This is an optimization exercise on Yosys and OpenROAD, whose aim is small area, a short achievable clock period and few clock cycles per item, not a production implementation. At most, simulation tests tie the RTL to the original design; equivalence was not proved. Power figures rest on the tool's default switching activity, not on a simulated workload.

## cpu_top
module cpu_top #(
    parameter int inst_addr_w = 8
) (
    input  wire                     clk,
    input  wire                     rst_n,
    input  wire [data_w-1:0]        inst_rdata,
    input  wire [data_w-1:0]        data_rdata,
    output logic [inst_addr_w-1:0]  inst_addr,
    output logic [data_addr_w-1:0]  data_addr,
    output logic [data_w-1:0]       data_wdata,
    output logic                    data_we,
    output logic                    io_stall
);
    logic              i_valid;
    logic [pc_w-1:0]   pc_i;
    logic              d_valid;
    logic              d_stall;      
    logic [pc_w-1:0]   pc_d;
    logic [data_w-1:0] ir;
    logic              e_valid;
    logic [data_w-1:0] e_a;
    logic [data_w-1:0] e_b;
    logic [pc_w-1:0]   e_addr;
    logic [pc_w-1:0]   e_btgt;
    logic              e_writes;
    logic [3:0]        e_wd;
    logic              e_alu;
    logic              e_sub;
    logic              e_slt;
    logic              e_load;
    logic              e_mult;
    logic              e_beq;
    logic              w_we;
    logic [3:0]        w_rd;
    logic              w_load;
    logic              w_mult;
    logic [data_w-1:0] w_res;
    logic              stall_q;
    logic              we_q;
    logic              redirect;
    logic              hz_i;
    logic              jump_i;
    logic              beq_self_i;
    logic [pc_w-1:0]   jump_pc_i;
    logic [2:0]        opc_i;
  ...
Settings: LEC_CHECK=0, CAP_MARGIN=20, CORE_MARGIN=2, CORE_UTILIZATION=40, SLEW_MARGIN=20; clock period 10.0 ns.
run.sh (not shown) runs the stock make flow with config.mk's settings and CLKGATE_MAP_FILE= SYNTH_SCRIPT=/design/flow/synth_recipe.tcl, a recipe that flattens the netlist after the stock synthesis.
The starting point produced a clean layout.
Then changed:
==> flow/flow/run.sh (new file) <==
#!/bin/bash
# Standard layout, with timing repair aiming below the clock period: the
# repair steps treat any path with less than SETUP_SLACK_MARGIN ns of slack
# as failing, so they keep improving the paths past the 10 ns constraint.
cp standard.sh standard.sh.txt
cp config.mk config.mk.txt
export SETUP_SLACK_MARGIN=7
export TNS_END_PERCENT=0
bash standard.sh > standard.log 2>&1
==> flow/standard.sh (new file) <==
#!/bin/bash
# synth_recipe.tcl (not shown) runs the flow's synth.tcl, then flattens the netlist and writes it again
# the make line also repeats each setting of config.mk as NAME=value (left out here)
make -C /OpenROAD-flow-scripts/flow DESIGN_CONFIG=/design/flow/config.mk WORK_HOME=/design/flow/orfs CLKGATE_MAP_FILE= SYNTH_SCRIPT=/design/flow/synth_recipe.tcl "${@:-finish}"
removed: flow/run.sh
Effect: Via count goes up by 2.4%; global-route usage rises by 1.0 points; non-clock buffer count went up by 73; utilization went up by 2.4 points; synthesized area is unchanged; first-iteration DRC count rose by 12%; setup slack gets better by 950 ps; die area stays the same; final area came out higher by 5.2%; worst hold slack stays flat; total power came out higher by 4.6%.
Then changed:
--- a/flow/flow/run.sh
+++ b/flow/flow/run.sh
@@ -7,3 +7,2 @@
 export SETUP_SLACK_MARGIN=7
-export TNS_END_PERCENT=0
 bash standard.sh > standard.log 2>&1
The changed run finished clean.
Final area grows by 8.6%.
Power grows by 10%.
Critical path depth grows by 6.
Clock skew grows by 8.7 ps.
Utilization grows by 4.2 points.
Non-clock buffer count grows by 129.
Wire length grows by 6.3%.
Clock-buffer cell count grows by 6.
Synthesized area does not change.
No run of this note included a check of the RTL's function; only the layout flow was run.


== job 3468 ==
Another version of the RTL of cpu_top (not shown whole).
Size in the first run: about 2300 cells after synthesis, about 420 flip-flops, about 68 I/O pins, roughly 24000 um2 of cells after synthesis.
==> flow/design.v (excerpt) <==
module cpu_top #(
    parameter int inst_addr_w = 8
) (
    input  wire                     clk,
    input  wire                     rst_n,
    input  wire [data_w-1:0]        inst_rdata,
    input  wire [data_w-1:0]        data_rdata,
    output logic [inst_addr_w-1:0]  inst_addr,
    output logic [data_addr_w-1:0]  data_addr,
    output logic [data_w-1:0]       data_wdata,
    output logic                    data_we,
    output logic                    io_stall
);
Settings: LEC_CHECK=0, CAP_MARGIN=20, CORE_MARGIN=2, CORE_UTILIZATION=60, CTS_CLUSTER_DIAMETER=100, CTS_CLUSTER_SIZE=24, SLEW_MARGIN=20; clock period 10.0 ns.
standard.sh (not shown) runs the stock make flow with config.mk's settings and CLKGATE_MAP_FILE= SYNTH_SCRIPT=/design/flow/synth_recipe.tcl, a recipe that flattens the netlist after the stock synthesis.
==> flow/flow/run.sh <==
#!/bin/bash
# Standard layout with two changes:
# - timing repair aims below the clock period: the repair steps treat any
#   path with less than SETUP_SLACK_MARGIN ns of slack as failing, so they
#   keep improving the worst path past the 10 ns constraint (TNS_END_PERCENT
#   0: only the worst path, which sets the achieved period);
# - the port buffers are plain buf_2 cells rather than the delay cell that
#   buffer_ports picks by default.
cp standard.sh standard.sh.txt
cp config.mk config.mk.txt
export SETUP_SLACK_MARGIN=7
export TNS_END_PERCENT=0
export BUFFER_PORTS_ARGS="-buffer_cell sky130_fd_sc_hd__buf_2"
bash standard.sh > standard.log 2>&1
Testbench counts of job 3468, summed over its fixed seeds: cycles 60,777, instrs 50,571.
The inputs of job 1927 differ from those of job 3468 as listed below.
--- a/flow/config.mk
+++ b/flow/config.mk
@@ -8,6 +8,4 @@
 export CAP_MARGIN = 20
 export CORE_MARGIN = 2
-export CORE_UTILIZATION = 60
-export CTS_CLUSTER_DIAMETER = 100
-export CTS_CLUSTER_SIZE = 24
+export CORE_UTILIZATION = 40
 export SLEW_MARGIN = 20
## What came out
- For clock network latency to the later pin of the worst-skew pair, job 1927 and job 3468 come out practically identical.
- Job 1927 reports a higher summed area of non-filler cells in the final layout than job 3468 does.
- Total length of routed wires sits higher in job 1927 than in job 3468.
- Job 1927 — worst hold slack 0.0070 ns lower, job 3468 as reference
- Via count: lower on job 3468
- The overall power of the completed layout number comes out higher for job 1927 vs job 3468.
The following lists how job 6373 was set up differently from job 1927:
--- a/flow/config.mk
+++ b/flow/config.mk
@@ -6,6 +6,8 @@
 export NUM_CORES = 4
 export LEC_CHECK = 0
-export CAP_MARGIN = 20
+export CAP_MARGIN = 10
 export CORE_MARGIN = 2
-export CORE_UTILIZATION = 40
-export SLEW_MARGIN = 20
+export CORE_UTILIZATION = 60
+export CTS_CLUSTER_DIAMETER = 100
+export CTS_CLUSTER_SIZE = 24
+export SLEW_MARGIN = 10
### Flow results
[diff] detailed placer's ending HPWL, job 6373 relative to job 1927: improvement
Fraction of the mapped netlist area in adder cells: job 1927 vs job 6373 identical
Summary: with job 1927 as the reference, die footprint in job 6373 moved down by more than a quarter.
Final critical-path setup slack for job 6373: 0.017 ns up relative to job 1927
Compared with job 1927, job 6373 shows a lower post-synthesis to final-layout area growth.
In the tables for job 1927 and job 6373, clock transition at the register clock pins on the worst setup and hold paths after CTS reads higher with job 6373.
Compared with job 1927, job 6373 shows a clock network fraction of design power that is 7.9 points lower.
Final area, job 1927 and job 6373: larger value in job 1927
Compared job 1927 against job 6373; number of multi-input logic gates within noise.
Diff job 1927 and job 6373: post-layout total power higher in job 1927
diff inputs: job 6373 => job 3125
--- a/flow/flow/run.sh
+++ b/flow/flow/run.sh
@@ -9,5 +9,5 @@
 cp standard.sh standard.sh.txt
 cp config.mk config.mk.txt
-export SETUP_SLACK_MARGIN=7
+export SETUP_SLACK_MARGIN=6.5
 export TNS_END_PERCENT=0
 export BUFFER_PORTS_ARGS="-buffer_cell sky130_fd_sc_hd__buf_2"
--- a/flow/config.mk
+++ b/flow/config.mk
@@ -6,8 +6,8 @@
 export NUM_CORES = 4
 export LEC_CHECK = 0
-export CAP_MARGIN = 10
+export CAP_MARGIN = 20
 export CORE_MARGIN = 2
 export CORE_UTILIZATION = 60
 export CTS_CLUSTER_DIAMETER = 100
 export CTS_CLUSTER_SIZE = 24
-export SLEW_MARGIN = 10
+export SLEW_MARGIN = 20
==> comparison <==
- Total design power delta (job 6373 -> job 3125): insignificant
- Per the comparison of job 3125 with job 6373, number of global-route vias before repair decreased by about 1.9% relative to the old numbers; flip-flop and latch share of the layout cell area closely matched the old numbers; share of synthesized registers carrying an async set or reset closely matched the old numbers.
- Worst hold slack: job 3125 vs job 6373 — no meaningful difference
- In job 3125, the non-clock buffer count in the final layout came out 3 below the value in job 6373.
- Relative to job 6373, job 3125 degrades highest achievable clock rate.
- Wire: job 3125 routes less than job 6373
- The total number of sequential cells of job 3125 and that of job 6373 are within noise of each other.
- Looking at worst setup path startpoint, the data_rdata[2] result is from job 3125; the ir[9]$_DFFE_PN_ one comes from job 6373.
#### Input delta (job 8373 over job 3125)
==> flow/flow/run.sh <==
#!/bin/bash
# Standard layout, with timing repair aiming below the clock period: the
# repair steps treat any path with less than SETUP_SLACK_MARGIN ns of slack
# as failing, so they keep improving the paths past the 10 ns constraint.
cp standard.sh standard.sh.txt
cp config.mk config.mk.txt
export SETUP_SLACK_MARGIN=7.5
export TNS_END_PERCENT=0
bash standard.sh > standard.log 2>&1
--- a/flow/config.mk
+++ b/flow/config.mk
@@ -8,6 +8,4 @@
 export CAP_MARGIN = 20
 export CORE_MARGIN = 2
-export CORE_UTILIZATION = 60
-export CTS_CLUSTER_DIAMETER = 100
-export CTS_CLUSTER_SIZE = 24
+export CORE_UTILIZATION = 40
 export SLEW_MARGIN = 20
==> comparison <==
The wire length after detailed routing in job 8373 is 1.08 times that in job 3125.
For job 8373, the cell at the slowest stage of the critical path was sky130_fd_sc_hd__clkdlybuf4s50_1, unlike job 3125, where it was sky130_fd_sc_hd__ha_1.
Relative to job 3125, the placement-stage cell area of job 8373 is higher by about 2.7%.
Compared with job 3125, job 8373 is hungrier on power.
The clock tree cell share of total cell area number comes out lower for job 3125 vs job 8373.
The final reports for job 8373 and job 3125 show detailed-routing wirelength on met1 higher in the former.

==> afterwards: timing with drivers on the ports <==
Ports are ideal in the flow. The routed layouts listed here were re-timed in OpenROAD.
Step 1: set_driving_cell puts a clkbuf_16 on clk and a buf_2 on each other input, an assumption about the parent block.
Step 2 adds t to the input delays and takes it off the output delays; t is the mean of the earliest and latest rising clock arrival at the registers after step 1. Input paths then give back, and output paths get back, about the clock's delay inside the block.
a / b / c = ideal / step 1 / step 2; a / b = the first two.
run	t (ns)	slack for setup (ns)	hold slack, ns	worst setup path after step 2	clock arrival spread, ns
the first run of note 1	0.656	5.410 / 5.416 / 4.781	0.324 / 0.324 / 0.324	input to register	0.022 / 0.022
the second run of note 1	0.646	6.359 / 6.309 / 5.745	0.324 / 0.324 / 0.324	input to register	0.023 / 0.024
the third run of note 1	0.641	6.392 / 6.392 / 5.782	0.327 / 0.327 / 0.327	input to register	0.030 / 0.029
job 3468	0.635	6.403 / 6.403 / 5.854	0.335 / 0.335 / 0.335	input to register	0.042 / 0.041
job 1927	0.647	6.383 / 6.383 / 5.855	0.328 / 0.328 / 0.328	input to register	0.024 / 0.024
job 6373	0.635	6.400 / 6.400 / 5.855	0.335 / 0.335 / 0.335	input to register	0.042 / 0.043
job 3125	0.627	6.388 / 6.399 / 5.788	0.335 / 0.335 / 0.335	input to register	0.040 / 0.040
job 8373	0.633	6.408 / 6.370 / 5.806	0.327 / 0.327 / 0.327	input to register	0.021 / 0.021
After both steps every run listed still meets setup and hold. For the first run of note 1, which loses most, drivers alone change the setup slack by +0.006 ns; drivers and shift together by -0.629 ns.
